Context: an optimization exercise on an open-source flow, tuned for small area and a short achievable clock period. The choices shown serve that exercise and are no tape-out recipe. At most, simulation tests tie the RTL to the original design; equivalence was not proved. Function not checked in runs 1 and 2: the RTL went through the layout flow alone. Power and IR drop assume default switching activity.

===== flow/config.mk =====
export PLATFORM = sky130hd
export DESIGN_NAME = layer_code
export DESIGN_NICKNAME = layer_code
export VERILOG_FILES = /design/flow/design.v
export SDC_FILE = /design/flow/constraint.sdc
export NUM_CORES = 4
export LEC_CHECK = 0
export ABC_AREA = 1
export CAP_MARGIN = 20
export CORE_MARGIN = 2
export CORE_UTILIZATION = 60
export CTS_CLUSTER_DIAMETER = 100
export CTS_CLUSTER_SIZE = 30
export SLEW_MARGIN = 20

===== flow/constraint.sdc =====
create_clock -name core_clock -period 4.0 [get_ports {clk_in}]
set_input_delay 0.8000 -clock core_clock [delete_from_list [all_inputs] [get_ports {clk_in}]]
set_output_delay 0.8000 -clock core_clock [all_outputs]
set_load 0.01 [all_outputs]

===== flow/design.v =====
`timescale 1ns/1ps
module layer_code #(
  parameter int ADDR_WIDTH = 6,
  parameter int UNIT_CLKS  = 2
) (
  input  logic                  clk_in,
  input  logic                  rst_n_in,
  input  logic                  wr_en_in,
  input  logic                  wr_done_in,
  input  logic [ADDR_WIDTH-1:0] wr_addr_in,
  input  logic [7:0]            wr_data_in,
  input  logic [3:0]            wr_byte_en_in,
  input  logic [7:0]            t0h_cnt_in,
  input  logic [7:0]            t0l_cnt_in,
  input  logic [7:0]            t1h_cnt_in,
  input  logic [7:0]            t1l_cnt_in,
  output logic                  ws281x_code_out
);
  localparam int DEPTH = 1 << ADDR_WIDTH;
  localparam int BITS  = 24;
  localparam int LANES = BITS / 8;
  typedef enum logic [1:0] {IDLE, WAIT2, WAIT1, PHASE} state_e;
  logic [ADDR_WIDTH-1:0] ptr_q, wpos;
  logic [7:0]            grp_q;
  logic [7:0]            wsel_q [LANES];
  logic [7:0]            wd_q;
  logic [LANES-1:0]      hit0_q, hit_q;    
  logic                  acq0_q, acq_q;    
  logic [ADDR_WIDTH-1:0] at0;              
  logic [ADDR_WIDTH-1:0] nidx_q;
  assign wpos = wr_addr_in + ptr_q;
  assign at0  = ~ptr_q - ADDR_WIDTH'(1);
  always_ff @(posedge clk_in) begin
    ptr_q <= ptr_q - ADDR_WIDTH'(1);
    wd_q  <= wr_data_in;
    for (int k = 0; k < 8; k++) grp_q[k] <= wpos[5:3] == 3'(k);
    for (int i = 0; i < LANES; i++) begin
      for (int k = 0; k < 8; k++)
        wsel_q[i][k] <= wr_en_in && wr_byte_en_in[i] && wpos[2:0] == 3'(k);
      hit0_q[i] <= wr_en_in && wr_byte_en_in[i] && wr_addr_in == '0;
      hit_q[i]  <= wr_en_in && wr_byte_en_in[i] && wr_addr_in == nidx_q;
    end
    acq0_q <= at0 == ADDR_WIDTH'(DEPTH - 1);
    acq_q  <= at0 + ADDR_WIDTH'(1) == nidx_q;
  end
  logic [BITS-1:0] ring_q [DEPTH];
  always_ff @(posedge clk_in) begin
    for (int j = 0; j < DEPTH; j++) begin
      for (int i = 0; i < LANES; i++) begin
        if (grp_q[j / 8] && wsel_q[i][j % 8])
          ring_q[j][8*i +: 8] <= wd_q;
        else
          ring_q[j][8*i +: 8] <= ring_q[(j + 1) % DEPTH][8*i +: 8];
      end
    end
  end
  logic [BITS-1:0] head0_q, head_q;
  always_ff @(posedge clk_in) begin
    for (int i = 0; i < LANES; i++) begin
      if (hit0_q[i])
        head0_q[8*i +: 8] <= wd_q;
      else if (acq0_q)
        head0_q[8*i +: 8] <= ring_q[0][8*i +: 8];
      if (hit_q[i])
        head_q[8*i +: 8] <= wd_q;
      else if (acq_q)
        head_q[8*i +: 8] <= ring_q[0][8*i +: 8];
    end
  end
  state_e          state_q;
  logic            code_q;
  logic            hi_q;       
  logic            half_q;     
  logic [7:0]      unit_q;     
  logic            ulast_q;    
  logic [4:0]      bit_q;      
  logic [BITS-1:0] shift_q;
  logic [7:0]      t0h_q, t0l_q, t1h_q, t1l_q;
  logic            bitz_q;     
  logic            first_q;    
  logic phase_end, last_end, idle_now;
  logic [BITS-1:0] src;
  assign phase_end = (state_q == PHASE) && half_q && ulast_q;
  assign last_end  = phase_end && !hi_q && bitz_q && first_q;
  assign idle_now  = (state_q == IDLE) || last_end;
  assign src       = first_q ? head0_q : head_q;
  always_ff @(posedge clk_in) begin
    if (idle_now) begin
      t0h_q <= t0h_cnt_in;
      t0l_q <= t0l_cnt_in;
      t1h_q <= t1h_cnt_in;
      t1l_q <= t1l_cnt_in;
    end
    half_q  <= !half_q;
    ulast_q <= unit_q[7:1] == '0;
    if (rst_n_in) begin
      state_q <= IDLE;
      code_q  <= 1'b0;
    end else begin
      case (state_q)
        IDLE: begin
          if (wr_done_in) begin
            state_q <= WAIT2;
            nidx_q  <= '0;
            first_q <= 1'b1;
          end
        end
        WAIT2: state_q <= WAIT1;
        WAIT1: begin
          state_q <= PHASE;
          code_q  <= 1'b1;
          hi_q    <= 1'b1;
          half_q  <= 1'b0;
          shift_q <= src;
          bit_q   <= 5'(BITS - 1);
          bitz_q  <= 1'b0;
          unit_q  <= src[BITS-1] ? t1h_q : t0h_q;
          nidx_q  <= nidx_q + ADDR_WIDTH'(1);
          first_q <= nidx_q == ADDR_WIDTH'(DEPTH - 1);
        end
        PHASE: begin
          if (half_q) begin
            if (!ulast_q) begin
              unit_q <= unit_q - 8'd1;
            end else if (hi_q) begin
              code_q <= 1'b0;
              hi_q   <= 1'b0;
              unit_q <= shift_q[BITS-1] ? t1l_q : t0l_q;
            end else if (bit_q != '0) begin
              code_q  <= 1'b1;
              hi_q    <= 1'b1;
              shift_q <= shift_q << 1;
              bit_q   <= bit_q - 5'd1;
              bitz_q  <= bit_q == 5'd1;
              unit_q  <= shift_q[BITS-2] ? t1h_q : t0h_q;
            end else if (!first_q) begin
              state_q <= WAIT1;
            end else if (wr_done_in) begin
              state_q <= WAIT2;
            end else begin
              state_q <= IDLE;
            end
          end
        end
        default: state_q <= IDLE;
      endcase
    end
  end
  assign ws281x_code_out = code_q;
endmodule

===== flow/run.sh =====
#!/bin/bash
# synth_recipe.tcl (not shown) runs the flow's synth.tcl, then flattens the netlist and writes it again
# the make line also repeats each setting of config.mk as NAME=value (left out here)
make -C /OpenROAD-flow-scripts/flow DESIGN_CONFIG=/design/flow/config.mk WORK_HOME=/design/flow/orfs CLKGATE_MAP_FILE= SYNTH_SCRIPT=/design/flow/synth_recipe.tcl finish

==> qor.txt, run 1 <==
Status -> timing/DRC/antenna clean
Startpoint types -> flip-flop
Post-DR wirelength/cell -> 16.8 um
DP Worst Slack -> 0.973 ns
Synthesized Nets -> 6,115
Worst min path class -> flip-flop to flip-flop
Detail Route Antenna Nets -> 0
PortBufs -> 53
Final Hold Viols -> 0
Root buffer cell -> clkbuf_16
RSZ-0062 raised after global routing -> no
I/O Pins -> 55
Fmax -> 394 MHz
Diode count -> 0
Worst path slowest cell -> inv_2
CP max stage delay -> 0.50 ns
Crit. End Element -> flip-flop
Pin count of the biggest net entering global routing -> 180
Gr ovfl total -> 0
Worst-path cell chain -> ha_1 -> inv_2 -> or2_2 -> nand2_1 -> nor2_1 -> inv_1 -> nor4_4 -> buf_4
Die W -> 307 um
Post-synth cell types -> 43
Comb pwr share -> 0.076
GR met1 Demand/Resource -> 0.327
Share of cells above drive strength 1 -> 0.0275
Required time of the critical path -> 4.33 ns
Area contributors post-synth -> dfxtp_1 (58%), o21ai_0 (15%), nand2_1 (13%)
Sw Share -> 0.233
Crit Path Class -> flip-flop to flip-flop
Seq cells post-synth -> 1,721
Sequential share of the synthesized area -> 0.650
# H-tree levels -> 3
Nets -> 5,841
Max-cap violations -> 0
Setup violations, final -> 0
Synthesized area per cell -> 9.09 um2
Net Sw Power -> 7.09 mW
Detailed Place HPWL -> 68.6 mm
Static Leak -> 21.1 nW
Cell Area, Placed -> 55,400 um2
Synth Cell Area -> 55,000 um2
First-pass GRT wire length -> 186 mm
Vias in the first global route -> 34,400
Buf/Inv on CP -> 3
Gr busiest metal -> met2
Slew headroom -> 0.240
PD cells -> 532 nW/um2
Worst-skew pair later-pin latency -> 0.67 ns
Placer Congestion -> 0.832
CTS tree -> done
Top-count cell post-synth -> nand2_1
Data arrival, critical path -> 2.87 ns
Cts repair resizes -> 0
TritonRoute pass-1 iters -> 5
Worst clock skew -> 0.0226 ns
Synth area leader -> dfxtp_1
Internal power -> 23.3 mW
EDFF count, synth -> 126
Drt drc -> 0
Row Count -> 111
CTS Buffer Depth -> 3
Cell family with most CP delay -> buffers and inverters
Post-route setup TNS -> 0 ns
Initial antenna violation count -> 0
Tmin final -> 2.54 ns
Total CTS buffers -> 67
Least-Margin Pin Slew -> 1.14 ns
Peak supply drop -> 482 uV
Top FF cell, synth -> dfxtp_1
Final WS setup -> 1.46 ns
Tcrit/Tclk final -> 0.634
Layout Area Growth over Synthesis -> 4.07%
Cells after Synth -> 6,044
Post-synth top cells -> nand2_1 (1,872), o21ai_0 (1,622), dfxtp_1 (1,595)
Total Wirelength -> 117 mm
Fin area -> 57,200 um2
Sequential share of power -> 0.653
Yosys warns -> 3
Total number of vias -> 37,000
Postcts setup bufs -> 0
Met3 usage -> 0.0291
Die H -> 307 um
Vias/cell -> 5.32
Initial Util -> 0.602
Met2 GRT Util -> 0.424
Die area -> 94,000 um2
GRT Total Usage -> 0.247
Clock share of power -> 0.271
Largest fanout on the critical path -> 35
Core Footprint -> 91,200 um2
Clk pin slew, worst setup/hold paths -> 0.11 ns
Slew Viols, Final -> 0
DRT iter0 DRCs -> 2,878
CTS sink cnt -> 1,721
Synth top area share -> 0.581
Async set-or-reset flop fraction in the synthesized netlist -> 0
Cts hold-fix bufs -> 0
Fill cells -> 7,932
[worst paths after layout]
path / start / end / slack, ns / cells after the start
hold reg to reg: ring_q[33][21] / ring_q[32][21] / 0.42 / 2
setup reg to reg: state_q[0] / shift_q[10] / 1.46 / 8
setup / recovery: state_q[0] / shift_q[10] / 1.46 / 8
hold / removal: ring_q[33][21] / ring_q[32][21] / 0.42 / 2
[kinds of logic after synthesis]
group | share of synthesized area
compound gates | 0.157
simple gates | 0.146
flops | 0.650
fa+ha+maj | 0.00401
buf+inv | 0.0417
xor+xnor | 0.00219
[worst min-delay path: cells and delay by family, from the launching register on]
kind | cells | cell delay (ns)
compound gates | 1 | 0.05
flops | 1 | 0.32
simple gates | 1 | 0.04
[registers in the layout (all words and copies together), names as in the netlist, 2 cells and up]
signal and cells:
ring_q 1536, head0_q 24, head_q 24, shift_q 24
wsel_q 24, grp_q 8, t0h_q 8, t0l_q 8
t1h_q 8, t1l_q 8, unit_q 8, wd_q 8
nidx_q 6, ptr_q 6, bit_q 5, hit0_q 3
hit_q 3, state_q 2
[area by class of cell]
cell class,instances,area [um2],area share
inverters,99,442,0.00772
clock buffers,78,1800,0.0315
multi-input cells,3802,17000,0.297
well taps,1186,1480,0.0259
clock inverters,2,28.8,0.000503
flip-flops and latches,1721,35700,0.624
repair buffers,79,738,0.0129
[layer usage]
metal  up-vias  routed length, um
li1      19100                  -
met1     17400              54300
met2       473              55300
met3       133               4040
met4         0               3140
met5         -                  0
[power groups by stage]
| stage | clock [mW] | sequential, mW | combinational (mW) |
|---|---|---|---|
| 6_report | 8.25 | 19.9 | 2.30 |
| 5_1_grt | 9.05 | 20.0 | 2.72 |
| 4_1_cts | 8.49 | 19.9 | 2.34 |
| 3_5_place_dp | 0 | 20.2 | 2.33 |
| 3_3_place_gp | 0 | 20.3 | 2.28 |
| 2_1_floorplan | 0 | 20.0 | 1.74 |
[per-stage QoR]
stage,hold WS (ns),power [mW],util,cells
after global routing,0.450,31.8,0.627,6967
after floorplan,0.403,21.7,-,6044
final,0.423,30.4,0.627,6967
after global placement,0.406,22.5,0.607,6887
after CTS,0.426,30.7,0.627,6967
after detailed placement,0.414,22.6,0.607,6887
[cells in the final DEF (no fill, tap or decap), types with 10 or more instances in the layout]
master | Yosys | routed
clkbuf_16 | 0 | 71
nand2_1 | 1872 | 1872
nor2_1 | 101 | 101
dfxtp_1 | 1595 | 1592
edfxtp_1 | 126 | 126
nand2_4 | 10 | 10
nand3_1 | 32 | 32
o21ai_0 | 1622 | 1622
a21oi_1 | 69 | 69
buf_4 | 16 | 25
inv_1 | 85 | 85
ha_1 | 16 | 16
clkdlybuf4s50_1 | 0 | 53
==> inputs of run 2 (changes only) <==
--- a/flow/config.mk
+++ b/flow/config.mk
@@ -9,6 +9,5 @@
 export CAP_MARGIN = 20
 export CORE_MARGIN = 2
-export CORE_UTILIZATION = 60
-export CTS_CLUSTER_DIAMETER = 100
-export CTS_CLUSTER_SIZE = 30
+export CORE_UTILIZATION = 40
+export SETUP_SLACK_MARGIN = 1.9
 export SLEW_MARGIN = 20
==> qor.txt, run 2 <==
Status -> timing/DRC/antenna clean
Yosys warns -> 3
Layout Area Growth over Synthesis -> 13.2%
DRT iter0 DRCs -> 2,454
Final Hold Viols -> 0
Peak supply drop -> 462 uV
Slew Viols, Final -> 0
Slew headroom -> 0.325
Initial antenna violation count -> 5
Tcrit/Tclk final -> 0.506
Async set-or-reset flop fraction in the synthesized netlist -> 0
Core Footprint -> 137,000 um2
RSZ-0062 raised after global routing -> no
Fmax -> 494 MHz
Worst clock skew -> 0.0309 ns
Least-Margin Pin Slew -> 1.01 ns
Top FF cell, synth -> dfxtp_1
Synthesized Nets -> 6,115
Total number of vias -> 37,400
Die area -> 140,000 um2
Post-synth cell types -> 43
Static Leak -> 23.2 nW
Reg-to-reg slack, setup -> 1.98 ns
Max-cap violations -> 0
Gr ovfl total -> 0
Post-route setup TNS -> 0 ns
Detailed Place HPWL -> 68.3 mm
Clk pin slew, worst setup/hold paths -> 0.06 ns
Worst min path class -> flip-flop to flip-flop
Pin count of the biggest net entering global routing -> 101
Setup violations, final -> 0
I/O Pins -> 55
Synthesized area per cell -> 9.09 um2
Largest register by flop count -> ring_q
Synth area leader -> dfxtp_1
Crit Reg-Reg Endpoint -> shift_q[2]
Total CTS buffers -> 167
Sequential share of the synthesized area -> 0.650
Worst r2r path cells -> 9
Max FFs per register -> 1,536
Post-synth top cells -> nand2_1 (1,872), o21ai_0 (1,622), dfxtp_1 (1,595)
Hold Startpoint -> ring_q[48][20]
Required time of the critical path -> 4.49 ns
PortBufs -> 53
Synth top area share -> 0.581
Crit Path Class -> flip-flop to flip-flop
Reg2reg start -> state_q[0]
Die W -> 375 um
CTS tree -> done
Nets -> 5,964
First-pass GRT wire length -> 195 mm
Tmin final -> 2.02 ns
Worst-skew pair later-pin latency -> 0.78 ns
Post-DR wirelength/cell -> 15.5 um
Root buffer cell -> clkbuf_16
# H-tree levels -> 4
Commonest non-fill, non-tap cells in the layout -> nand2_1 (1,871), o21ai_0 (1,622), dfxtp_1 (1,577), clkbuf_16 (171), edfxtp_1 (126)
TritonRoute pass-1 iters -> 5
GRT Total Usage -> 0.171
Hold Path Cell Cnt -> 2
CTS Buffer Depth -> 3
EDFF count, synth -> 126
Startpoint types -> flip-flop
Placer Congestion -> 0.822
Share of cells above drive strength 1 -> 0.0669
Vias/cell -> 4.78
Top-count cell post-synth -> nand2_1
Vias in the first global route -> 35,200
PD cells -> 616 nW/um2
Die H -> 375 um
Commonest non-fill, non-tap cell in the layout -> nand2_1
Drt drc -> 0
Hold WS -> 0.417 ns
CTS sink cnt -> 1,721
Initial Util -> 0.401
Diode count -> 0
Area contributors post-synth -> dfxtp_1 (58%), o21ai_0 (15%), nand2_1 (13%)
Hold endpoint -> ring_q[47][20]
Cells after Synth -> 6,044
Synth Cell Area -> 55,000 um2
Row Count -> 136
Overall power -> 38.3 mW
Largest fanout on the critical path -> 12
Seq cells post-synth -> 1,721
Data arrival, critical path -> 2.51 ns
Total Wirelength -> 121 mm
Crit. End Element -> flip-flop
Detail Route Antenna Nets -> 0
==> run 2: cell counts after synthesis <==
Identical to the previous run, type by type.
==> run 2: power by group <==
group / total (mW) / internal, mW / switching (mW)
clock network: 16.0 / 9.42 / 6.62
registers: 19.9 / 19.2 / 0.661
logic: 2.40 / 0.939 / 1.46
total: 38.3 / 29.6 / 8.74
==> run 2: worst max-delay path by stage <==
stage,start,cells past startpoint,slack [ns],to
global placement,state_q[0],8,1.10,shift_q[13]
floorplan,state_q[1],7,1.55,bit_q[0]
global route,wsel_q[2][3],3,1.90,ring_q[35][21]
CTS,wd_q[2],3,1.91,ring_q[27][2]
finish,state_q[0],9,1.98,shift_q[2]
detailed placement,state_q[0],8,1.09,shift_q[13]
==> run 2: kinds of logic after synthesis <==
family | synth area share
AND/OR/NAND/NOR | 0.146
flip-flops | 0.650
AO/OA/AOI/OAI | 0.157
buffers and inverters | 0.0417
adder cells (fa/ha/maj) | 0.00401
XOR/XNOR | 0.00219
==> run 2: area by class of cell <==
cell class                      count  area, um2
Fill cell                       13100      74800
Sequential cell                  1721      35700
Multi-Input combinational cell   3802      17000
Clock buffer                      253       5060
Tap cell                         1794       2240
Timing Repair Buffer              102       1020
Clock inverter                     49        666
Inverter                           99        434
==> run 2: metrics by stage <==
stage               utilization  instances  setup WS, ns  instance area (um2)
floorplan                     -       6044          1.55                55000
global placement          0.411       7508          1.10                56300
detailed placement        0.411       7508          1.09                56300
CTS                       0.453       7815          1.91                62100
global route              0.454       7820          1.90                62200
finish                    0.454       7820          1.98                62200
==> run 2: what timing repair did <==
item                       in CTS  in global routing
setup endpoints to repair      97                204
hold buffers                    0                  0
pin swaps                       2                  2
cloned                          0                  1
gates resized for setup        19                 13
setup buffers                   5                  4
==> run 2: routing by layer <==
layer / share of wire / vias to the layer above / track usage
met5: 0 / - / 0
met2: 0.43 / 609 / 0.264
li1: - / 19500 / -
met1: 0.50 / 17100 / 0.243
met3: 0.044 / 207 / 0.0311
met4: 0.026 / 0 / 0.0569
==> run 2: worst max-delay path, cell delays in order (launching register included) <==
cell	delay, ns
dfxtp_2	0.36
ha_4	0.20
buf_4	0.18
nand2_4	0.12
inv_2	0.07
nor2_2	0.11
inv_2	0.07
nor4_4	0.25
buf_4	0.19
clkbuf_16	0.18
==> inputs of run 3 (changes only) <==
--- a/flow/design.v
+++ b/flow/design.v
@@ -45,11 +45,16 @@
   end
   logic [BITS-1:0] ring_q [DEPTH];
+  logic [7:0]      wmask [LANES][8];
+  always_comb begin
+    for (int i = 0; i < LANES; i++)
+      for (int k = 0; k < 8; k++)
+        wmask[i][k] = {8{wsel_q[i][k]}} & ((k % 2 == 0) ? ~wd_q : wd_q);
+  end
   always_ff @(posedge clk_in) begin
     for (int j = 0; j < DEPTH; j++) begin
       for (int i = 0; i < LANES; i++) begin
-        if (grp_q[j / 8] && wsel_q[i][j % 8])
-          ring_q[j][8*i +: 8] <= wd_q;
-        else
-          ring_q[j][8*i +: 8] <= ring_q[(j + 1) % DEPTH][8*i +: 8];
+        ring_q[j][8*i +: 8] <= ~(({8{grp_q[j / 8]}} & wmask[i][j % 8]) |
+                                 ({8{~(grp_q[j / 8] & wsel_q[i][j % 8])}} &
+                                  ring_q[(j + 1) % DEPTH][8*i +: 8]));
       end
     end
--- a/flow/config.mk
+++ b/flow/config.mk
@@ -6,8 +6,10 @@
 export NUM_CORES = 4
 export LEC_CHECK = 0
-export ABC_AREA = 1
+export ABC_AREA = 0
 export CAP_MARGIN = 20
 export CORE_MARGIN = 2
-export CORE_UTILIZATION = 40
-export SETUP_SLACK_MARGIN = 1.9
+export CORE_UTILIZATION = 60
+export CTS_CLUSTER_DIAMETER = 100
+export CTS_CLUSTER_SIZE = 30
+export SETUP_SLACK_MARGIN = 2.1
 export SLEW_MARGIN = 20
==> qor.txt, run 3 <==
Die area -> 94,500 um2
Worst clock skew -> 0.0239 ns
Total Wirelength -> 106 mm
Vias in the first global route -> 30,600
Detail Route Antenna Nets -> 0
Hold Path Cell Cnt -> 1
First-pass GRT wire length -> 171 mm
Crit Reg-Reg Endpoint -> grp_q[6]
Synth area leader -> dfxtp_1
Reg2reg start -> ptr_q[1]
Share of cells above drive strength 1 -> 0.0611
Peak supply drop -> 342 uV
Startpoint types -> input port
Worst-skew pair later-pin latency -> 0.65 ns
Worst-path cell chain -> dlygate4sd2_1 -> ha_4 -> a21o_1 -> a21oi_4 -> o21a_2 -> a311oi_4 -> buf_4 -> and3_4
Fill cells -> 7,211
DRT iter0 DRCs -> 1,927
Fmax -> 497 MHz
Max-cap violations -> 0
Post-synth cell types -> 57
Post-route insts no fill -> 6,030
Crit. End Element -> flip-flop
Largest fanout on the critical path -> 4
Core Footprint -> 91,400 um2
Detailed Place HPWL -> 62.2 mm
Worst r2r path cells -> 8
CTS sink cnt -> 1,721
Crit Path Class -> input port to flip-flop
Die H -> 307 um
Vias/cell -> 5.28
Slew Viols, Final -> 0
Synth Cell Area -> 55,200 um2
Pin count of the biggest net entering global routing -> 124
Tcrit/Tclk final -> 0.503
CTS Buffer Depth -> 3
M1 wire length -> 52.3 mm
Total number of vias -> 31,800
Layout Area Growth over Synthesis -> 6.48%
Post-DR wirelength/cell -> 17.6 um
Async set-or-reset flop fraction in the synthesized netlist -> 0
Status -> timing/DRC/antenna clean
Initial antenna violation count -> 1
GRT Total Usage -> 0.224
Area contributors post-synth -> dfxtp_1 (58%), mux2i_1 (15%), a21oi_1 (7.1%)
Flip-flop and latch area -> 35,800 um2
Setup crit end -> grp_q[6]
Diode count -> 0
Final Hold Viols -> 0
CTS tree -> done
Top Metal Used -> met5
# H-tree levels -> 3
PD cells -> 523 nW/um2
Setup crit start -> wr_addr_in[1]
Commonest non-fill, non-tap cell in the layout -> dfxtp_1
Clk pin slew, worst setup/hold paths -> 0.12 ns
Worst min path class -> flip-flop to flip-flop
Least-Margin Pin Slew -> 0.870 ns
Sequential share of the synthesized area -> 0.647
Commonest non-fill, non-tap cells in the layout -> dfxtp_1 (1,562), nor2_1 (811), mux2i_1 (808), a21oi_1 (779), nand2_1 (237)
Setup violations, final -> 0
Initial Util -> 0.604
Max FFs per register -> 1,536
Top FF cell, synth -> dfxtp_1
Synth top area share -> 0.578
Cell total after placement -> 5,908
Placer Congestion -> 0.787
Reg-to-reg slack, setup -> 2.02 ns
Tmin final -> 2.01 ns
Area of the multi-input gates -> 18,400 um2
Worst path slowest cell -> a311oi_4
I/O Pins -> 55
Post-route setup TNS -> 0 ns
CP max stage delay -> 0.35 ns
Static Leak -> 29.1 nW
TritonRoute pass-1 iters -> 5
Data arrival, critical path -> 2.62 ns
Cells after Synth -> 4,989
Post-synth top cells -> dfxtp_1 (1,595), nor2_1 (815), mux2i_1 (808)
Yosys warns -> 4
Slew headroom -> 0.419
Met3 wire length -> 3.24 mm
Largest register by flop count -> ring_q
Met2 Routed Length -> 47.9 mm
Root buffer cell -> clkbuf_16
Required time of the critical path -> 4.61 ns
Seq cells post-synth -> 1,721
RSZ-0062 raised after global routing -> yes
Die W -> 307 um
Drt drc -> 0
Top-count cell post-synth -> dfxtp_1
Gr ovfl total -> 0
PortBufs -> 53
Nets -> 4,901
Row Count -> 111
Total CTS buffers -> 67
Synthesized area per cell -> 11.1 um2
EDFF count, synth -> 126
Synthesized Nets -> 5,060
run 3: worst min path at each step:
stage / startpoint / to
after CTS: ring_q[55][17] / ring_q[54][17]
final: ring_q[15][12] / ring_q[14][12]
after detailed placement: ring_q[19][12] / ring_q[18][12]
after global routing: ring_q[15][12] / ring_q[14][12]
after global placement: ring_q[17][10] / ring_q[16][10]
after floorplan: ring_q[1][0] / ring_q[0][0]
run 3: kinds of logic after synthesis:
kind of cell,share of synthesized area
mux,0.157
buf+inv,0.0260
simple gates,0.0797
flops,0.647
xor+xnor,0.00616
fa+ha+maj,0.00399
compound gates,0.0803
run 3: power by group:
part           internal, mW  total (mW)  switching (mW)
Sequential             19.5        20.3           0.784
Combinational          1.05        2.20            1.15
Clock                  3.25        8.25            5.00
Total                  23.8        30.7            6.94
run 3: cell type report:
type,count,area share
Clock inverter,5,0.00115
Tap cell,1186,0.0252
Timing Repair Buffer,122,0.0204
Sequential cell,1721,0.608
Clock buffer,78,0.0299
Inverter,18,0.00123
Multi-Input combinational cell,2900,0.314
run 3: worst max-delay path, delay by kind of cell:
family / cells / cell delay, ns
AO/OA/AOI/OAI: 4 / 0.84
buffers and inverters: 2 / 0.51
adder cells (fa/ha/maj): 1 / 0.30
AND/OR/NAND/NOR: 1 / 0.17
run 3: routing by layer:
metal | up-vias | track usage
li1 | 16400 | -
met1 | 15000 | 0.319
met2 | 319 | 0.359
met3 | 125 | 0.0315
met4 | 2 | 0.0579
met5 | - | 0
run 3: repair_timing:
action                     CTS  global route
resized for setup           45            41
setup endpoints to repair  566           294
pin swaps                    5            13
gates cloned                 4             1
hold buffers                 0             0
buffers inserted            13            21
run 3: through the flow:
step | util | hold WS (ns) | total power, mW | area [um2] | setup WS (ns)
after floorplan | - | 0.383 | 22.0 | 55400 | 1.94
after global placement | 0.617 | 0.384 | 22.7 | 56300 | 1.15
after detailed placement | 0.617 | 0.389 | 22.7 | 56300 | 1.17
after CTS | 0.640 | 0.387 | 31.0 | 58500 | 1.89
after global routing | 0.644 | 0.391 | 32.1 | 58800 | 1.96
final | 0.644 | 0.397 | 30.7 | 58800 | 1.99
==> inputs of run 4 (changes only) <==
--- a/flow/config.mk
+++ b/flow/config.mk
@@ -6,5 +6,5 @@
 export NUM_CORES = 4
 export LEC_CHECK = 0
-export ABC_AREA = 0
+export ABC_AREA = 1
 export CAP_MARGIN = 20
 export CORE_MARGIN = 2
==> qor.txt, run 4 <==
Setup violations, final -> 0
CTS sink cnt -> 1,721
Async set-or-reset flop fraction in the synthesized netlist -> 0
Required time of the critical path -> 4.51 ns
Post-synth top cells -> dfxtp_1 (1,595), a22oi_1 (1,536), nand2_1 (445)
Worst path slowest cell -> nor2_2
Worst-path cell chain -> inv_1 -> nor2_2 -> a22oi_1
Multiplexer area fraction after synthesis -> 0
Yosys warns -> 4
DP Worst Slack -> 1.14 ns
Hold Startpoint -> ring_q[25][17]
Setup crit start -> wsel_q[2][4]
Largest fanout on the critical path -> 9
RSZ-0062 raised after global routing -> yes
TritonRoute pass-1 iters -> 7
Cell family with most CP delay -> simple AND/OR/NAND/NOR gates
Flip-flop and latch area -> 35,800 um2
Seq cells post-synth -> 1,721
Tcrit/Tclk final -> 0.498
Vias in the first global route -> 35,300
Fmax -> 502 MHz
EDFF count, synth -> 126
Sequential share of the synthesized area -> 0.670
Largest register by flop count -> ring_q
PortBufs -> 53
Placer Congestion -> 0.931
Reg2reg start -> wsel_q[2][4]
Core Footprint -> 88,200 um2
CTS Buffer Depth -> 3
Die H -> 302 um
Row Count -> 109
Gr ovfl total -> 0
Data arrival, critical path -> 2.50 ns
Met3 wire length -> 18.7 mm
Area of the multi-input gates -> 16,100 um2
First-pass GRT wire length -> 246 mm
Buf/Inv on CP -> 1
Peak supply drop -> 480 uV
Slew headroom -> 0.363
Cts hold-fix bufs -> 0
Synth area leader -> dfxtp_1
Initial Util -> 0.604
Share of cells above drive strength 1 -> 0.0775
Nets -> 4,679
Tmin final -> 1.99 ns
Vias/cell -> 6.68
Status -> timing/DRC/antenna clean
Largest family of logic cells by synthesized area -> compound AO/OA/AOI/OAI gates
Worst min path class -> flip-flop to flip-flop
Least-Margin Pin Slew -> 0.954 ns
Synth Cell Area -> 53,300 um2
Synthesized Nets -> 4,721
Adder-Cell Fraction of Synth Area -> 0.00413
Detailed Place HPWL -> 116 mm
M1 wire length -> 72.8 mm
XOR/XNOR Fraction of Synth Area -> 0.00277
Top Metal Used -> met5
Clk pin slew, worst setup/hold paths -> 0.11 ns
Synthesized area per cell -> 11.5 um2
I/O Pins -> 55
Post-route setup TNS -> 0 ns
Top FF cell, synth -> dfxtp_1
Synth top area share -> 0.599
Layout Area Growth over Synthesis -> 8.34%
Total number of vias -> 38,700
Max FFs per register -> 1,536
Commonest non-fill, non-tap cell in the layout -> dfxtp_1
Post-synth cell types -> 40
Met2 Routed Length -> 77.7 mm
Total CTS buffers -> 67
Simple-Gate Fraction of Synth Area -> 0.0531
Initial antenna violation count -> 4
Total Wirelength -> 178 mm
Worst clock skew -> 0.0292 ns
PD cells -> 570 nW/um2
Area contributors post-synth -> dfxtp_1 (60%), a22oi_1 (22%), edfxtp_1 (7.1%)
DRT iter0 DRCs -> 6,182
Pin count of the biggest net entering global routing -> 82
Startpoint types -> flip-flop
CTS tree -> done
Post-DR wirelength/cell -> 30.7 um
CP max stage delay -> 0.66 ns
# H-tree levels -> 3
Max-cap violations -> 0
Slew Viols, Final -> 0
Crit Path Class -> flip-flop to flip-flop
Root buffer cell -> clkbuf_16
Final WS setup -> 2.01 ns
Drt drc -> 0
Crit. End Element -> flip-flop
Final Hold Viols -> 0
Fill cells -> 6,982
GRT Total Usage -> 0.376
Cells after Synth -> 4,650
Die area -> 91,200 um2
Static Leak -> 25.2 nW
Post-synthesis compound-gate area fraction -> 0.233
Worst-skew pair later-pin latency -> 0.69 ns
Die W -> 302 um
Commonest non-fill, non-tap cells in the layout -> dfxtp_1 (1,563), a22oi_1 (1,535), nand2_1 (444), inv_1 (182), edfxtp_1 (126)
Top-count cell post-synth -> dfxtp_1
Detail Route Antenna Nets -> 0
==> run 4: cell types whose count changed after synthesis, moves of 51 or more <==
cell / delta
a21oi_1: -715
a22oi_1: +1536
buf_1: +51
buf_2: +88
clkbuf_1: -217
inv_1: +171
mux2_2: -53
mux2i_1: -808
nand2_1: +207
nor2_1: -624
==> run 4: report_power, final <==
part           leakage [nW]  switching (mW)  internal (mW)  total [mW]
registers              14.5            1.25           19.8        21.1
clock network         0.896            5.20           3.20        8.40
logic                  9.78            1.82           1.61        3.43
total                  25.2            8.27           24.7        32.9
==> run 4: layout make-up <==
class | count | share of cell area
clock inverters | 6 | 0.00130
repair inverters | 1 | 0.000130
repair buffers | 163 | 0.0302
inverters | 200 | 0.0132
well taps | 1165 | 0.0252
clock buffers | 76 | 0.0304
flip-flops and latches | 1721 | 0.620
diodes | 1 | 0.0000433
multi-input cells | 2454 | 0.279
==> run 4: worst register-to-register path, delay by kind of cell (launching register included) <==
family	cells	cell delay (ns)
AND/OR/NAND/NOR	1	0.66
flip-flops	1	0.63
buffers and inverters	1	0.32
AO/OA/AOI/OAI	1	0.22
==> run 4: metal layers <==
layer  GRT usage  vias to the layer above
met5           0                        -
met4       0.148                        4
met3      0.0714                      404
met2       0.567                     2276
met1       0.537                    19000
li1            -                    17000
==> run 4: per-stage QoR <==
stage | power (mW) | area, um2 | hold slack [ns] | utilization | std cells
global route | 33.9 | 57700 | 0.428 | 0.654 | 5786
floorplan | 23.0 | 53400 | 0.413 | - | 4650
CTS | 32.7 | 57300 | 0.415 | 0.649 | 5764
detailed placement | 24.5 | 54900 | 0.418 | 0.623 | 5668
global placement | 24.5 | 54900 | 0.414 | 0.622 | 5666
finish | 32.9 | 57700 | 0.411 | 0.654 | 5787
==> run 4: path summary, 6_finish.rpt <==
path,to,slack [ns],depth (start not counted)
min,ring_q[24][17],0.41,1
max,ring_q[28][23],2.01,3
max reg2reg,ring_q[28][23],2.01,3
min reg2reg,ring_q[24][17],0.41,1
==> run 4: cells by family (layout without fill, tap and decap cells) <==
kind of cell | after synthesis | after routing
buf+inv | 476 | 446
fa+ha+maj | 17 | 17
simple gates | 712 | 712
xor+xnor | 16 | 16
compound gates | 1708 | 1709
other cells | 0 | 1
flops | 1721 | 1721
==> run 4: timing repair <==
item | in CTS | in global routing
hold endpoints to repair | 0 | 0
cloned | 2 | 0
setup endpoints to repair | 851 | 524
setup buffers | 12 | 22
pin swaps | 4 | 3
gates resized for setup | 107 | 53
==> inputs of run 5 (changes only) <==
--- a/flow/config.mk
+++ b/flow/config.mk
@@ -12,4 +12,4 @@
 export CTS_CLUSTER_DIAMETER = 100
 export CTS_CLUSTER_SIZE = 30
-export SETUP_SLACK_MARGIN = 2.1
+export SETUP_SLACK_MARGIN = 2.4
 export SLEW_MARGIN = 20
==> qor.txt, run 5 <==
Status -> timing/DRC/antenna clean
Slew headroom -> 0.526
Hold Path Cell Cnt -> 1
Total number of vias -> 39,800
Synthesized area per cell -> 11.5 um2
Synthesized Nets -> 4,721
Worst min path class -> flip-flop to flip-flop
DP Worst Slack -> 1.15 ns
Total Wirelength -> 192 mm
Least-Margin Pin Slew -> 0.710 ns
Max FFs per register -> 1,536
Crit. End Element -> primary output
Die area -> 91,200 um2
Post-route insts no fill -> 5,887
PortBufs -> 53
Total CTS buffers -> 67
Flip-flop and latch area -> 35,800 um2
Sequential share of the synthesized area -> 0.670
EDFF count, synth -> 126
CTS tree -> done
Yosys warns -> 4
Worst-path cell chain -> buf_6
I/O Pins -> 55
Drt drc -> 0
Synth top area share -> 0.599
Fmax -> 516 MHz
Top FF cell, synth -> dfxtp_1
Core Footprint -> 88,200 um2
# H-tree levels -> 3
Area contributors post-synth -> dfxtp_1 (60%), a22oi_1 (22%), edfxtp_1 (7.1%)
Slew Viols, Final -> 0
Die H -> 302 um
Data arrival, critical path -> 1.14 ns
Top-count cell post-synth -> dfxtp_1
Cell family with most CP delay -> flip-flops
Peak supply drop -> 624 uV
CP Depth -> 1
Cells after Synth -> 4,650
Startpoint types -> flip-flop
CTS sink cnt -> 1,721
Area of the multi-input gates -> 17,100 um2
Largest register by flop count -> ring_q
First-pass GRT wire length -> 262 mm
Largest fanout on the critical path -> 2
Worst clock skew -> 0.0327 ns
Commonest non-fill, non-tap cells in the layout -> dfxtp_1 (1,548), a22oi_1 (1,481), nand2_1 (426), inv_1 (160), edfxtp_1 (126)
Initial antenna violation count -> 4
Seq cells post-synth -> 1,721
Layout Area Growth over Synthesis -> 12.8%
Nets -> 4,773
Setup violations, final -> 0
Fill cells -> 6,582
Crit Path Class -> flip-flop to primary output
Worst path slowest cell -> dfxtp_2
Worst-skew pair later-pin latency -> 0.69 ns
Gr ovfl total -> 0
Detailed Place HPWL -> 123 mm
Buf/Inv on CP -> 1
TritonRoute pass-1 iters -> 8
Placer Congestion -> 0.949
Initial Util -> 0.604
Static Leak -> 25.9 nW
CP max stage delay -> 0.35 ns
Pin count of the biggest net entering global routing -> 74
Overall power -> 33.9 mW
Clk pin slew, worst setup/hold paths -> 0.12 ns
Post-synth top cells -> dfxtp_1 (1,595), a22oi_1 (1,536), nand2_1 (445)
Post-synth cell types -> 40
Worst r2r path cells -> 7
Tcrit/Tclk final -> 0.484
Tmin final -> 1.94 ns
Vias/cell -> 6.76
Root buffer cell -> clkbuf_16
CTS Buffer Depth -> 3
Required time of the critical path -> 3.20 ns
PD cells -> 564 nW/um2
Post-route setup TNS -> 0 ns
Die W -> 302 um
Synth Cell Area -> 53,300 um2
Share of cells above drive strength 1 -> 0.132
GRT Total Usage -> 0.408
Final WS setup -> 2.06 ns
Cell total after placement -> 5,662
RSZ-0062 raised after global routing -> yes
Vias in the first global route -> 36,200
Synth area leader -> dfxtp_1
Post-DR wirelength/cell -> 32.6 um
DRT iter0 DRCs -> 6,571
Commonest non-fill, non-tap cell in the layout -> dfxtp_1
Final Hold Viols -> 0
Detail Route Antenna Nets -> 0
Async set-or-reset flop fraction in the synthesized netlist -> 0
Row Count -> 109
Max-cap violations -> 0
run 5: changes by cell type in the layout (fill, tap and decap cells not counted), sizes merged:
cell           previous run  this run
buf                     110       201
inv                     202       191
clkinvlp                  4        14
clkbuf                   77        81
dlygate4sd2               1         5
dlymetal6s2s              3         0
bufbuf                    0         2
clkinv                    1         3
bufinv                    0         1
clkdlybuf4s50            47        46
diode                     1         2
run 5: final cells by class:
type / instances / area share
antenna: 2 / 0.0000833
sequential: 1721 / 0.596
timing repair buffer: 257 / 0.0500
clock inverter: 8 / 0.00177
multi-input combinational: 2454 / 0.284
tap: 1165 / 0.0243
clock buffer: 79 / 0.0293
timing repair inverter: 1 / 0.000125
inverter: 200 / 0.0144
run 5: timing repair:
action                                 in CTS  in global routing
resized for setup                         260                168
setup buffers                             101                 27
hold buffers                                0                  0
endpoints found under the hold margin       0                  0
pin swaps                                  17                 24
cloned                                      6                  2
setup endpoints to repair                1667                593
run 5: report_power, final:
part           internal (mW)  total, mW  switching, mW  leakage [nW]
Combinational           1.94       4.25           2.31          10.4
Sequential              19.8       21.2           1.37          14.5
Clock                   3.27       8.46           5.18         0.914
run 5: logic make-up after synthesis:
kind of cell / synth area share
flip-flops: 0.670
adder cells (fa/ha/maj): 0.00413
buffers and inverters: 0.0364
AND/OR/NAND/NOR: 0.0531
AO/OA/AOI/OAI: 0.233
XOR/XNOR: 0.00277
run 5: routing by layer:
metal	wire length, um	GRT usage	up-vias
met5	22	0	-
met4	12500	0.219	4
met2	81500	0.594	2655
li1	-	-	17200
met1	76300	0.568	19400
met3	21400	0.0932	532
run 5: worst register-to-register path, delay by kind of cell (launching register included):
kind | cells | cell delay (ns)
compound gates | 1 | 0.24
fa+ha+maj | 1 | 0.24
buf+inv | 4 | 0.55
flops | 1 | 0.40
simple gates | 1 | 0.08
run 5: path summary, 6_finish.rpt:
kind / start / to / slack (ns)
max: code_q / ws281x_code_out / 2.06
min: ring_q[18][1] / ring_q[17][1] / 0.42
max reg2reg: state_q[0] / t0h_q[4] / 2.22
min reg2reg: ring_q[18][1] / ring_q[17][1] / 0.42
run 5: per-stage QoR:
stage / hold WS (ns) / utilization / area, um2
2_1_floorplan: 0.413 / - / 53500
3_3_place_gp: 0.414 / 0.623 / 55000
3_5_place_dp: 0.418 / 0.623 / 55000
4_1_cts: 0.412 / 0.670 / 59100
5_1_grt: 0.434 / 0.681 / 60100
6_report: 0.416 / 0.681 / 60100
==> inputs of run 6 (changes only) <==
--- a/flow/config.mk
+++ b/flow/config.mk
@@ -9,7 +9,7 @@
 export CAP_MARGIN = 20
 export CORE_MARGIN = 2
-export CORE_UTILIZATION = 60
-export CTS_CLUSTER_DIAMETER = 100
-export CTS_CLUSTER_SIZE = 30
-export SETUP_SLACK_MARGIN = 2.4
+export CORE_UTILIZATION = 70
+export CTS_CLUSTER_DIAMETER = 80
+export CTS_CLUSTER_SIZE = 26
+export SETUP_SLACK_MARGIN = 2.1
 export SLEW_MARGIN = 20
==> qor.txt, run 6 <==
Status -> timing/DRC/antenna clean
Clk pin slew, worst setup/hold paths -> 0.10 ns
Setup violations, final -> 0
Worst-skew pair later-pin latency -> 0.67 ns
Synthesized Nets -> 4,721
Pin count of the biggest net entering global routing -> 137
Vias/cell -> 7.05
Initial Util -> 0.704
Peak supply drop -> 449 uV
Core Footprint -> 75,700 um2
CTS sink cnt -> 1,721
Sequential share of the synthesized area -> 0.670
Synth area leader -> dfxtp_1
RSZ-0062 raised after global routing -> yes
Least-Margin Pin Slew -> 0.979 ns
Crit Path Class -> flip-flop to flip-flop
Yosys warns -> 4
Layout Utilization -> 0.759
Cts hold-fix bufs -> 0
Seq cells post-synth -> 1,721
Initial antenna violation count -> 6
Static Leak -> 25.2 nW
Area contributors post-synth -> dfxtp_1 (60%), a22oi_1 (22%), edfxtp_1 (7.1%)
Synthesized area per cell -> 11.5 um2
Die H -> 280 um
I/O Pins -> 55
Total CTS buffers -> 76
Async set-or-reset flop fraction in the synthesized netlist -> 0
Sequential share of power -> 0.631
Largest register by flop count -> ring_q
Sw Share -> 0.257
Die area -> 78,300 um2
Top FF cell, synth -> dfxtp_1
Required time of the critical path -> 4.46 ns
DRT iter0 DRCs -> 7,052
PD cells -> 587 nW/um2
Clock share of power -> 0.261
Nets -> 4,675
Synth top area share -> 0.599
Worst min path class -> flip-flop to flip-flop
GRT Total Usage -> 0.435
Area of the multi-input gates -> 16,000 um2
Comb pwr share -> 0.107
Root buffer cell -> clkbuf_16
CTS Buffer Depth -> 3
# H-tree levels -> 3
Post-route setup TNS -> 0 ns
Commonest non-fill, non-tap cell in the layout -> dfxtp_1
Cells after Synth -> 4,650
Tcrit/Tclk final -> 0.549
Data arrival, critical path -> 2.65 ns
First-pass GRT wire length -> 244 mm
Max-cap violations -> 0
Post-synth cell types -> 40
TritonRoute pass-1 iters -> 8
Share of cells above drive strength 1 -> 0.0723
Max FFs per register -> 1,536
Die W -> 280 um
Total number of vias -> 39,500
Synth Cell Area -> 53,300 um2
Total Wirelength -> 178 mm
Placer Congestion -> 0.966
Crit. End Element -> flip-flop
Largest fanout on the critical path -> 9
Slew headroom -> 0.346
Net Sw Power -> 8.67 mW
Slew Viols, Final -> 0
Commonest non-fill, non-tap cells in the layout -> dfxtp_1 (1,572), a22oi_1 (1,535), nand2_1 (444), inv_1 (184), edfxtp_1 (126)
Startpoint types -> flip-flop
Fill cells -> 5,038
Gr ovfl total -> 0
Worst clock skew -> 0.0293 ns
Flip-flop and latch area -> 35,800 um2
Fmax -> 456 MHz
PortBufs -> 53
Final Hold Viols -> 0
Detail Route Antenna Nets -> 0
Top-count cell post-synth -> dfxtp_1
Detailed Place HPWL -> 119 mm
Layout Area Growth over Synthesis -> 7.75%
Row Count -> 101
Internal power -> 25.1 mW
Post-DR wirelength/cell -> 31.8 um
Post-synth top cells -> dfxtp_1 (1,595), a22oi_1 (1,536), nand2_1 (445)
EDFF count, synth -> 126
CTS tree -> done
Tmin final -> 2.19 ns
Vias in the first global route -> 35,400
Drt drc -> 0
run 6: metal layers:
layer	GRT usage	vias to the layer above	wire, um
met5	0	-	52
met2	0.622	3085	74000
met3	0.0988	615	23200
met1	0.610	18800	67600
met4	0.252	8	13200
li1	-	17000	-
run 6: kinds of logic after synthesis:
family / count (synthesis) / share of synthesized area
XOR/XNOR: 16 / 0.00277
flip-flops: 1721 / 0.670
buffers and inverters: 476 / 0.0364
AND/OR/NAND/NOR: 712 / 0.0531
adder cells (fa/ha/maj): 17 / 0.00413
AO/OA/AOI/OAI: 1708 / 0.233
run 6: cell type report:
type,count,area share
inverters,200,0.0131
well taps,978,0.0213
diodes,4,0.000174
flip-flops and latches,1721,0.623
clock buffers,88,0.0350
multi-input cells,2454,0.278
repair inverters,1,0.000131
repair buffers,150,0.0273
clock inverters,5,0.00129
run 6: path summary, 6_finish.rpt:
| kind | start | to | slack, ns | cells past startpoint |
|---|---|---|---|---|
| max reg2reg | wsel_q[2][2] | ring_q[2][21] | 1.81 | 3 |
| max | wsel_q[2][2] | ring_q[2][21] | 1.81 | 3 |
| min | ring_q[2][12] | ring_q[1][12] | 0.42 | 1 |
| min reg2reg | ring_q[2][12] | ring_q[1][12] | 0.42 | 1 |
run 6: repair_timing:
item                                    in CTS  in global routing
pin swaps                                    6                  4
buffers inserted                            20                  7
endpoints found under the setup margin     503                500
gates cloned                                 2                  1
gates resized for setup                     52                 63
run 6: critical path, stage by stage (launching register included):
cell     delay [ns]
dfxtp_1        0.74
inv_1          0.32
nor2_1         0.65
a22oi_1        0.29
run 6: power groups by stage:
| stage | Sequential, mW | Combinational [mW] | Clock (mW) |
|---|---|---|---|
| 2_1_floorplan | 20.7 | 2.33 | 0 |
| 3_3_place_gp | 21.5 | 3.15 | 0 |
| 3_5_place_dp | 21.5 | 3.21 | 0 |
| 4_1_cts | 21.2 | 3.41 | 8.75 |
| 5_1_grt | 21.3 | 3.83 | 9.34 |
| 6_report | 21.3 | 3.61 | 8.82 |
run 6: through the flow:
step / cells / total power, mW / setup WS (ns) / hold WS (ns) / cell area (um2)
after global routing: 5597 / 34.5 / 1.89 / 0.436 / 57400
after detailed placement: 5474 / 24.7 / 1.16 / 0.418 / 54600
final: 5601 / 33.7 / 1.81 / 0.419 / 57400
after floorplan: 4650 / 23.0 / 2.03 / 0.413 / 53400
after CTS: 5589 / 33.3 / 1.87 / 0.416 / 57100
after global placement: 5474 / 24.7 / 1.19 / 0.414 / 54600
==> inputs of run 7 (changes only) <==
--- a/flow/config.mk
+++ b/flow/config.mk
@@ -9,7 +9,5 @@
 export CAP_MARGIN = 20
 export CORE_MARGIN = 2
-export CORE_UTILIZATION = 70
-export CTS_CLUSTER_DIAMETER = 80
-export CTS_CLUSTER_SIZE = 26
-export SETUP_SLACK_MARGIN = 2.1
+export CORE_UTILIZATION = 40
+export SETUP_SLACK_MARGIN = 1.9
 export SLEW_MARGIN = 20
==> qor.txt, run 7 <==
Fmax -> 461 MHz
Drt drc -> 0
Sequential share of the synthesized area -> 0.670
Static Leak -> 26.8 nW
Vias/cell -> 5.94
PortBufs -> 53
Detail Route Antenna Nets -> 0
Synthesized area per cell -> 11.5 um2
Worst path slowest cell -> nor2_1
Tcrit/Tclk final -> 0.543
Top-count cell post-synth -> dfxtp_1
Top FF cell, synth -> dfxtp_1
EDFF count, synth -> 126
Post-synth cell types -> 40
Synth area leader -> dfxtp_1
Sequential share of power -> 0.526
Startpoint types -> flip-flop
CTS sink cnt -> 1,721
Sw Share -> 0.247
Max-cap violations -> 0
GRT Total Usage -> 0.263
Detailed Place HPWL -> 128 mm
Largest fanout on the critical path -> 9
Total number of vias -> 39,000
Share of cells above drive strength 1 -> 0.0901
CTS Buffer Depth -> 3
Net Sw Power -> 10.0 mW
Placer Congestion -> 0.950
Area contributors post-synth -> dfxtp_1 (60%), a22oi_1 (22%), edfxtp_1 (7.1%)
Internal power -> 30.5 mW
CP Depth -> 3
Layout Area Growth over Synthesis -> 15.3%
Synth Cell Area -> 53,300 um2
Comb pwr share -> 0.085
Max FFs per register -> 1,536
Reg2reg start -> wsel_q[1][2]
Crit. End Element -> flip-flop
Yosys warns -> 4
Final Hold Viols -> 0
Synthesized Nets -> 4,721
Required time of the critical path -> 4.59 ns
PD cells -> 661 nW/um2
Crit Reg-Reg Endpoint -> ring_q[50][12]
Commonest non-fill, non-tap cells in the layout -> dfxtp_1 (1,576), a22oi_1 (1,536), nand2_1 (444), inv_1 (187), clkbuf_16 (167)
Status -> timing/DRC/antenna clean
Die area -> 136,000 um2
Vias in the first global route -> 36,000
M1 wire length -> 77.7 mm
I/O Pins -> 55
Clock share of power -> 0.389
# H-tree levels -> 4
Commonest non-fill, non-tap cell in the layout -> dfxtp_1
Worst-path cell chain -> inv_1 -> nor2_1 -> a22oi_1
Crit Path Class -> flip-flop to flip-flop
Gr ovfl total -> 0
Initial antenna violation count -> 9
Core Footprint -> 132,000 um2
Peak supply drop -> 428 uV
Worst r2r path cells -> 3
Pin count of the biggest net entering global routing -> 64
Total CTS buffers -> 163
Largest register by flop count -> ring_q
Post-route setup TNS -> 0 ns
Tmin final -> 2.17 ns
Synth top area share -> 0.599
Cts hold-fix bufs -> 0
Data arrival, critical path -> 2.76 ns
Cells after Synth -> 4,650
Post-synth top cells -> dfxtp_1 (1,595), a22oi_1 (1,536), nand2_1 (445)
Total Wirelength -> 186 mm
Top Metal Used -> met4
Root buffer cell -> clkbuf_16
DRT iter0 DRCs -> 5,778
Hold WS -> 0.418 ns
Row Count -> 133
Worst min path class -> flip-flop to flip-flop
TritonRoute pass-1 iters -> 9
DP Worst Slack -> 0.792 ns
Die W -> 369 um
Initial Util -> 0.404
Async set-or-reset flop fraction in the synthesized netlist -> 0
Setup crit end -> ring_q[50][12]
Die H -> 369 um
Clk pin slew, worst setup/hold paths -> 0.07 ns
Met2 Routed Length -> 80.1 mm
Slew headroom -> 0.336
RSZ-0062 raised after global routing -> yes
Least-Margin Pin Slew -> 0.995 ns
Reg-to-reg slack, setup -> 1.83 ns
Worst-skew pair later-pin latency -> 0.78 ns
Setup violations, final -> 0
Cell family with most CP delay -> simple AND/OR/NAND/NOR gates
CTS tree -> done
Final WS setup -> 1.83 ns
CP max stage delay -> 0.79 ns
Setup crit start -> wsel_q[1][2]
Slew Viols, Final -> 0
Post-DR wirelength/cell -> 28.4 um
First-pass GRT wire length -> 258 mm
Nets -> 4,745
Buf/Inv on CP -> 1
Worst clock skew -> 0.0316 ns
Met3 wire length -> 20.1 mm
Seq cells post-synth -> 1,721
-- run 7: cell count changes in the layout (fill, tap and decap cells not counted), sizes merged, moves of 4 or more --
cell	before	now
clkdlybuf4s50	47	51
buf	97	81
clkbuf	90	230
clkinvlp	2	7
inv	202	207
clkinv	2	42
bufinv	0	14
-- run 7: cell type report --
cell class	count	area [um2]
multi-input cells	2453	15700
repair buffers	134	1440
clock buffers	229	4700
fillers	12000	70400
flip-flops and latches	1721	35800
clock inverters	69	810
diodes	2	5.00
repair inverters	1	7.51
well taps	1755	2200
inverters	200	757
-- run 7: per-stage QoR --
| stage | total power [mW] | instance area, um2 | util | instances |
|---|---|---|---|---|
| 6_report | 40.6 | 61400 | 0.466 | 6564 |
| 5_1_grt | 41.8 | 61400 | 0.466 | 6562 |
| 4_1_cts | 40.5 | 61200 | 0.465 | 6558 |
| 3_5_place_dp | 24.9 | 55600 | 0.422 | 6254 |
| 3_3_place_gp | 24.8 | 55600 | 0.422 | 6254 |
| 2_1_floorplan | 23.0 | 53300 | - | 4650 |
-- run 7: worst min-delay path by stage --
stage	slack, ns	start	cells past startpoint	endpoint
floorplan	0.41	ring_q[1][0]	1	ring_q[0][0]
global placement	0.41	ring_q[40][5]	1	ring_q[39][5]
detailed placement	0.42	ring_q[43][15]	1	ring_q[42][15]
CTS	0.42	ring_q[18][18]	1	ring_q[17][18]
global route	0.43	ring_q[18][18]	1	ring_q[17][18]
finish	0.42	ring_q[8][5]	1	ring_q[7][5]
-- run 7: power groups by stage --
stage / combinational, mW / clock, mW / sequential [mW]
detailed placement: 3.28 / 0 / 21.6
global placement: 3.25 / 0 / 21.6
floorplan: 2.32 / 0 / 20.7
global route: 3.72 / 16.7 / 21.4
finish: 3.45 / 15.8 / 21.3
CTS: 3.35 / 15.9 / 21.2
-- run 7: cell families after synthesis --
kind of cell | share of synthesized area
buffers and inverters | 0.0364
xor gates and xnor gates | 0.00277
and+or+nand+nor | 0.0531
AOI/OAI and AO/OA | 0.233
adders and majority gates | 0.00413
DFF | 0.670
-- run 7: repair_timing --
| item | 4_1_cts | 5_1_grt |
|---|---|---|
| endpoints found under the setup margin | 188 | 302 |
| gates resized for setup | 21 | 36 |
| pin swaps | 0 | 2 |
| gates cloned | 1 | 1 |
| setup buffers | 5 | 3 |
-- run 7: routing by layer --
| metal | GRT usage | vias to the layer above |
|---|---|---|
| li1 | - | 17300 |
| met1 | 0.369 | 18900 |
| met2 | 0.387 | 2409 |
| met3 | 0.0605 | 418 |
| met4 | 0.112 | 0 |
| met5 | 0 | - |
==> inputs of run 8 (changes only) <==
--- a/flow/config.mk
+++ b/flow/config.mk
@@ -9,5 +9,7 @@
 export CAP_MARGIN = 20
 export CORE_MARGIN = 2
-export CORE_UTILIZATION = 40
-export SETUP_SLACK_MARGIN = 1.9
+export CORE_UTILIZATION = 60
+export CTS_CLUSTER_DIAMETER = 90
+export CTS_CLUSTER_SIZE = 26
+export SETUP_SLACK_MARGIN = 2.25
 export SLEW_MARGIN = 20
==> qor.txt, run 8 <==
Sequential share of the synthesized area -> 0.670
Status -> timing/DRC/antenna clean
Met2 GRT Util -> 0.577
Detail Route Antenna Nets -> 0
Data arrival, critical path -> 2.47 ns
Hold WS -> 0.421 ns
Slew headroom -> 0.443
Async set-or-reset flop fraction in the synthesized netlist -> 0
Tcrit/Tclk final -> 0.490
Crit Path Class -> flip-flop to flip-flop
Total CTS buffers -> 76
Initial antenna violation count -> 8
Post-synth top cells -> dfxtp_1 (1,595), a22oi_1 (1,536), nand2_1 (445)
Area contributors post-synth -> dfxtp_1 (60%), a22oi_1 (22%), edfxtp_1 (7.1%)
Max FFs per register -> 1,536
Post-DR wirelength/cell -> 31.8 um
CP max stage delay -> 0.69 ns
Gr busiest metal -> met2
Required time of the critical path -> 4.51 ns
Largest register by flop count -> ring_q
Crit. End Element -> flip-flop
Startpoint types -> flip-flop
Least-Margin Pin Slew -> 0.834 ns
Setup violations, final -> 0
Pin count of the biggest net entering global routing -> 70
Root buffer cell -> clkbuf_16
Die area -> 91,200 um2
Nets -> 4,738
Peak supply drop -> 577 uV
Max-cap violations -> 0
Row Count -> 109
Commonest non-fill, non-tap cells in the layout -> dfxtp_1 (1,559), a22oi_1 (1,518), nand2_1 (434), inv_1 (169), edfxtp_1 (126)
Clk pin slew, worst setup/hold paths -> 0.10 ns
GR met1 Demand/Resource -> 0.556
Layout Area Growth over Synthesis -> 10.6%
Synth Cell Area -> 53,300 um2
Slew Viols, Final -> 0
PD cells -> 577 nW/um2
CTS sink cnt -> 1,721
CTS tree -> done
Fmax -> 510 MHz
Worst path slowest cell -> dfxtp_1
Total Wirelength -> 186 mm
Layout Utilization -> 0.668
Worst clock skew -> 0.0281 ns
EDFF count, synth -> 126
Final Hold Viols -> 0
Top FF cell, synth -> dfxtp_1
DRT iter0 DRCs -> 6,664
Initial Util -> 0.604
TritonRoute pass-1 iters -> 9
Synthesized Nets -> 4,721
Tmin final -> 1.96 ns
Gr ovfl total -> 0
First-pass GRT wire length -> 255 mm
Vias/cell -> 6.72
Worst-path cell chain -> inv_1 -> nor2_2 -> a22oi_1
# H-tree levels -> 3
Placer Congestion -> 0.974
Static Leak -> 25.6 nW
Top-count cell post-synth -> dfxtp_1
Met3 usage -> 0.0862
Cell Area, Placed -> 55,000 um2
PortBufs -> 53
Core Footprint -> 88,200 um2
RSZ-0062 raised after global routing -> yes
Total number of vias -> 39,300
Die H -> 302 um
Seq cells post-synth -> 1,721
GRT Total Usage -> 0.395
Post-synth cell types -> 40
Drt drc -> 0
Share of cells above drive strength 1 -> 0.106
Synth area leader -> dfxtp_1
Vias in the first global route -> 35,600
Fin area -> 58,900 um2
Synthesized area per cell -> 11.5 um2
Detailed Place HPWL -> 125 mm
Largest fanout on the critical path -> 9
Worst-skew pair later-pin latency -> 0.69 ns
I/O Pins -> 55
Yosys warns -> 4
Synth top area share -> 0.599
CTS Buffer Depth -> 3
Commonest non-fill, non-tap cell in the layout -> dfxtp_1
Worst min path class -> flip-flop to flip-flop
Cells after Synth -> 4,650
Die W -> 302 um
Post-route setup TNS -> 0 ns
==> run 8: cell counts after synthesis <==
No cell type changed its count.
==> run 8: kinds of logic (layout without fill, tap and decap cells) <==
kind of cell,Yosys count,in the layout,synth area share
compound gates,1708,1709,0.233
xor+xnor,16,16,0.00277
fa+ha+maj,17,17,0.00413
buf+inv,476,505,0.0364
flops,1721,1721,0.670
other cells,0,1,0
simple gates,712,712,0.0531
==> run 8: routing by layer <==
layer,wire length (um),share of wire
met5,58,0.00031
met1,74300,0.40
met2,79600,0.43
met4,10600,0.057
met3,21500,0.12
==> run 8: cell type report <==
cell class              instances  area, um2
multi-input cells            2454      16400
well taps                    1165       1460
clock buffers                  87       2010
clock inverters                 4       53.8
inverters                     200        845
diodes                          1       2.50
repair buffers                212       2330
repair inverters                2       16.3
fillers                      6724      29300
flip-flops and latches       1721      35800
==> run 8: worst max-delay path: cells and delay by family (launching register included) <==
family | cells | cell delay (ns)
DFF | 1 | 0.69
AOI/OAI and AO/OA | 1 | 0.20
buffers and inverters | 1 | 0.37
and+or+nand+nor | 1 | 0.54
==> run 8: final timing paths <==
path	startpoint	endpoint	slack [ns]	depth (start not counted)
setup / recovery	wsel_q[1][0]	ring_q[16][11]	2.04	3
hold / removal	ring_q[30][5]	ring_q[29][5]	0.42	1
setup reg to reg	wsel_q[1][0]	ring_q[16][11]	2.04	3
hold reg to reg	ring_q[30][5]	ring_q[29][5]	0.42	1
==> run 8: timing repair <==
| action | in CTS | in global routing |
|---|---|---|
| gates resized for setup | 135 | 113 |
| setup endpoints to repair | 1213 | 512 |
| cloned | 4 | 2 |
| hold buffers | 0 | 0 |
| setup buffers | 53 | 32 |
| pin swaps | 6 | 15 |
==> run 8: stage by stage <==
| step | std cells | power [mW] | setup slack [ns] |
|---|---|---|---|
| 5_1_grt | 5845 | 34.9 | 2.04 |
| 4_1_cts | 5811 | 33.7 | 2.04 |
| 2_1_floorplan | 4650 | 23.1 | 2.03 |
| 6_report | 5846 | 34.0 | 2.04 |
| 3_5_place_dp | 5663 | 24.8 | 1.16 |
| 3_3_place_gp | 5663 | 24.8 | 1.19 |
==> run 8: report_power, final <==
part	switching (mW)	leakage, nW	internal [mW]	total, mW
registers	1.42	14.5	19.8	21.3
logic	2.11	10.0	1.76	3.87
clock network	5.23	1.01	3.63	8.86
==> inputs of run 9 (changes only) <==
--- a/flow/config.mk
+++ b/flow/config.mk
@@ -12,4 +12,4 @@
 export CTS_CLUSTER_DIAMETER = 90
 export CTS_CLUSTER_SIZE = 26
-export SETUP_SLACK_MARGIN = 2.25
+export SETUP_SLACK_MARGIN = 2.6
 export SLEW_MARGIN = 20
==> qor.txt, run 9 <==
PortBufs -> 53
Root buffer cell -> clkbuf_16
DP Worst Slack -> 1.14 ns
Vias/cell -> 6.82
Sequential share of the synthesized area -> 0.670
Final WS setup -> 2.05 ns
Detailed Place HPWL -> 124 mm
Layout Area Growth over Synthesis -> 22.6%
Layout Utilization -> 0.741
CTS Buffer Depth -> 3
Worst-path cell chain -> buf_6
First-pass GRT wire length -> 271 mm
Reg-to-reg slack, setup -> 2.19 ns
Hold Startpoint -> ring_q[54][4]
Worst path slowest cell -> dfxtp_2
Synth Cell Area -> 53,300 um2
GRT Total Usage -> 0.419
Pin count of the biggest net entering global routing -> 50
Row Count -> 109
PD cells -> 540 nW/um2
Worst clock skew -> 0.0267 ns
Slew headroom -> 0.528
Post-synth top cells -> dfxtp_1 (1,595), a22oi_1 (1,536), nand2_1 (445)
Tcrit/Tclk final -> 0.486
CP Depth -> 1
Setup crit end -> ws281x_code_out
Post-DR wirelength/cell -> 33.3 um
Synth area leader -> dfxtp_1
Hold WS -> 0.422 ns
CTS sink cnt -> 1,721
Setup crit start -> code_q
Synth top area share -> 0.599
Final Hold Viols -> 0
Core Footprint -> 88,200 um2
# H-tree levels -> 3
Share of cells above drive strength 1 -> 0.272
Crit. End Element -> primary output
Commonest non-fill, non-tap cells in the layout -> dfxtp_1 (1,545), a22oi_1 (1,219), a22oi_2 (317), nand2_1 (307), buf_4 (207)
RSZ-0062 raised after global routing -> yes
Die H -> 302 um
Post-route setup TNS -> 0 ns
Post-synth cell types -> 40
Top FF cell, synth -> dfxtp_1
Least-Margin Pin Slew -> 0.707 ns
Clk pin slew, worst setup/hold paths -> 0.12 ns
Total Wirelength -> 203 mm
Die area -> 91,200 um2
Gr ovfl total -> 0
Startpoint types -> flip-flop
I/O Pins -> 55
CTS tree -> done
Nets -> 4,986
CP max stage delay -> 0.35 ns
Initial antenna violation count -> 4
Cells after Synth -> 4,650
Peak supply drop -> 527 uV
Cell total after placement -> 5,674
Drt drc -> 0
Total number of vias -> 41,600
Initial Util -> 0.604
Area contributors post-synth -> dfxtp_1 (60%), a22oi_1 (22%), edfxtp_1 (7.1%)
Die W -> 302 um
DRT iter0 DRCs -> 6,332
Seq cells post-synth -> 1,721
Setup violations, final -> 0
Commonest non-fill, non-tap cell in the layout -> dfxtp_1
Post-route insts no fill -> 6,097
Largest fanout on the critical path -> 2
Max-cap violations -> 0
Tmin final -> 1.95 ns
Fmax -> 514 MHz
Required time of the critical path -> 3.20 ns
Placer Congestion -> 0.967
Vias in the first global route -> 37,600
Slew Viols, Final -> 0
Crit Path Class -> flip-flop to primary output
Buf/Inv on CP -> 1
EDFF count, synth -> 126
Yosys warns -> 4
Largest register by flop count -> ring_q
Synthesized Nets -> 4,721
Reg2reg start -> ptr_q[0]
Worst min path class -> flip-flop to flip-flop
Max FFs per register -> 1,536
Cell family with most CP delay -> flip-flops
Async set-or-reset flop fraction in the synthesized netlist -> 0
Status -> timing/DRC/antenna clean
Detail Route Antenna Nets -> 0
TritonRoute pass-1 iters -> 6
Worst r2r path cells -> 8
Worst-skew pair later-pin latency -> 0.68 ns
Top-count cell post-synth -> dfxtp_1
Total CTS buffers -> 76
Static Leak -> 27.3 nW
Data arrival, critical path -> 1.15 ns
Synthesized area per cell -> 11.5 um2
Crit Reg-Reg Endpoint -> grp_q[1]
[run 9: cell count changes in the layout (fill, tap and decap cells not counted), moves of 51 or more]
cell,change
buf_6,+51
a22oi_1,-299
nor2_4,+86
nor2_2,-53
nand2_1,-127
inv_1,-83
buf_4,+104
nand2_2,+104
a22oi_2,+299
[run 9: cell families (layout without fill, tap and decap cells)]
| kind of cell | Yosys count | after routing | synth area share |
|---|---|---|---|
| flip-flops | 1721 | 1721 | 0.670 |
| AO/OA/AOI/OAI | 1708 | 1709 | 0.233 |
| AND/OR/NAND/NOR | 712 | 712 | 0.0531 |
| buffers and inverters | 476 | 756 | 0.0364 |
| adder cells (fa/ha/maj) | 17 | 17 | 0.00413 |
| XOR/XNOR | 16 | 16 | 0.00277 |
| other | 0 | 1 | 0 |
[run 9: final cells by class]
class	count	area, um2
Antenna cell	1	2.50
Clock buffer	87	2020
Clock inverter	7	76.3
Fill cell	5762	22900
Inverter	200	1060
Multi-Input combinational cell	2454	19200
Sequential cell	1721	35900
Tap cell	1165	1460
Timing Repair Buffer	457	5640
Timing Repair inverter	5	63.8
[run 9: how the worst min path moves through the flow]
stage / end / slack [ns] / cells after the start
6_report: ring_q[53][4] / 0.42 / 1
5_1_grt: ring_q[46][16] / 0.44 / 1
4_1_cts: ring_q[9][2] / 0.41 / 1
3_5_place_dp: ring_q[27][5] / 0.42 / 1
3_3_place_gp: ring_q[2][8] / 0.41 / 1
2_1_floorplan: ring_q[0][0] / 0.41 / 1
[run 9: timing repair]
| item | CTS | global route |
|---|---|---|
| gates cloned | 17 | 11 |
| pin swaps | 62 | 92 |
| resized for setup | 650 | 478 |
| endpoints found under the hold margin | 0 | 0 |
| hold buffers | 0 | 0 |
| buffers inserted | 210 | 90 |
| endpoints found under the setup margin | 1713 | 1046 |
[run 9: metal layers]
layer,track usage,up-vias,wire length [um],part of all wire
met5,0,-,13,0.000064
met3,0.0876,645,23200,0.11
met4,0.243,2,15100,0.075
li1,-,17600,-,-
met1,0.579,20300,77800,0.38
met2,0.613,3014,86600,0.43
[run 9: where the power goes]
| part | internal (mW) | switching [mW] | leakage [nW] | total (mW) |
|---|---|---|---|---|
| sequential | 19.8 | 1.50 | 14.6 | 21.3 |
| combinational | 2.45 | 2.58 | 11.7 | 5.03 |
| clock | 3.64 | 5.31 | 1.03 | 8.94 |
| total | 25.9 | 9.38 | 27.3 | 35.3 |
[run 9: per-stage QoR]
stage	total power, mW	area, um2
after detailed placement	24.9	55100
after floorplan	23.1	53500
final	35.3	65300
after global routing	36.2	65300
after global placement	24.9	55100
after CTS	34.5	62300

re-timing with driven ports:
How much do the figures lean on ideal ports? The routed layouts below were timed once more, with nothing changed but the port constraints. Step 1 assumes that a clkbuf_16 drives the clock port and a buf_2 every other input. Step 2 times the ports against the registers' clock, not the clock port: input delays grow and output delays shrink by t, the midpoint of the rising clock arrivals with the driver on. a / b / c = ideal / step 1 / step 2; a / b = the first two.
run | t, ns | setup WS [ns]
run 1 | 0.724 | 1.463 / 1.463 / 0.896
run 2 | 0.837 | 1.976 / 1.907 / 1.216
run 3 | 0.714 | 1.989 / 2.015 / 1.326
run 4 | 0.742 | 2.006 / 2.006 / 1.449
run 5 | 0.752 | 2.062 / 1.988 / 1.539
run 6 | 0.727 | 1.805 / 1.805 / 1.480
run 7 | 0.841 | 1.829 / 1.829 / 1.250
run 8 | 0.754 | 2.040 / 2.006 / 1.598
run 9 | 0.744 | 2.054 / 1.979 / 1.461
After both steps every run listed still meets setup and hold.
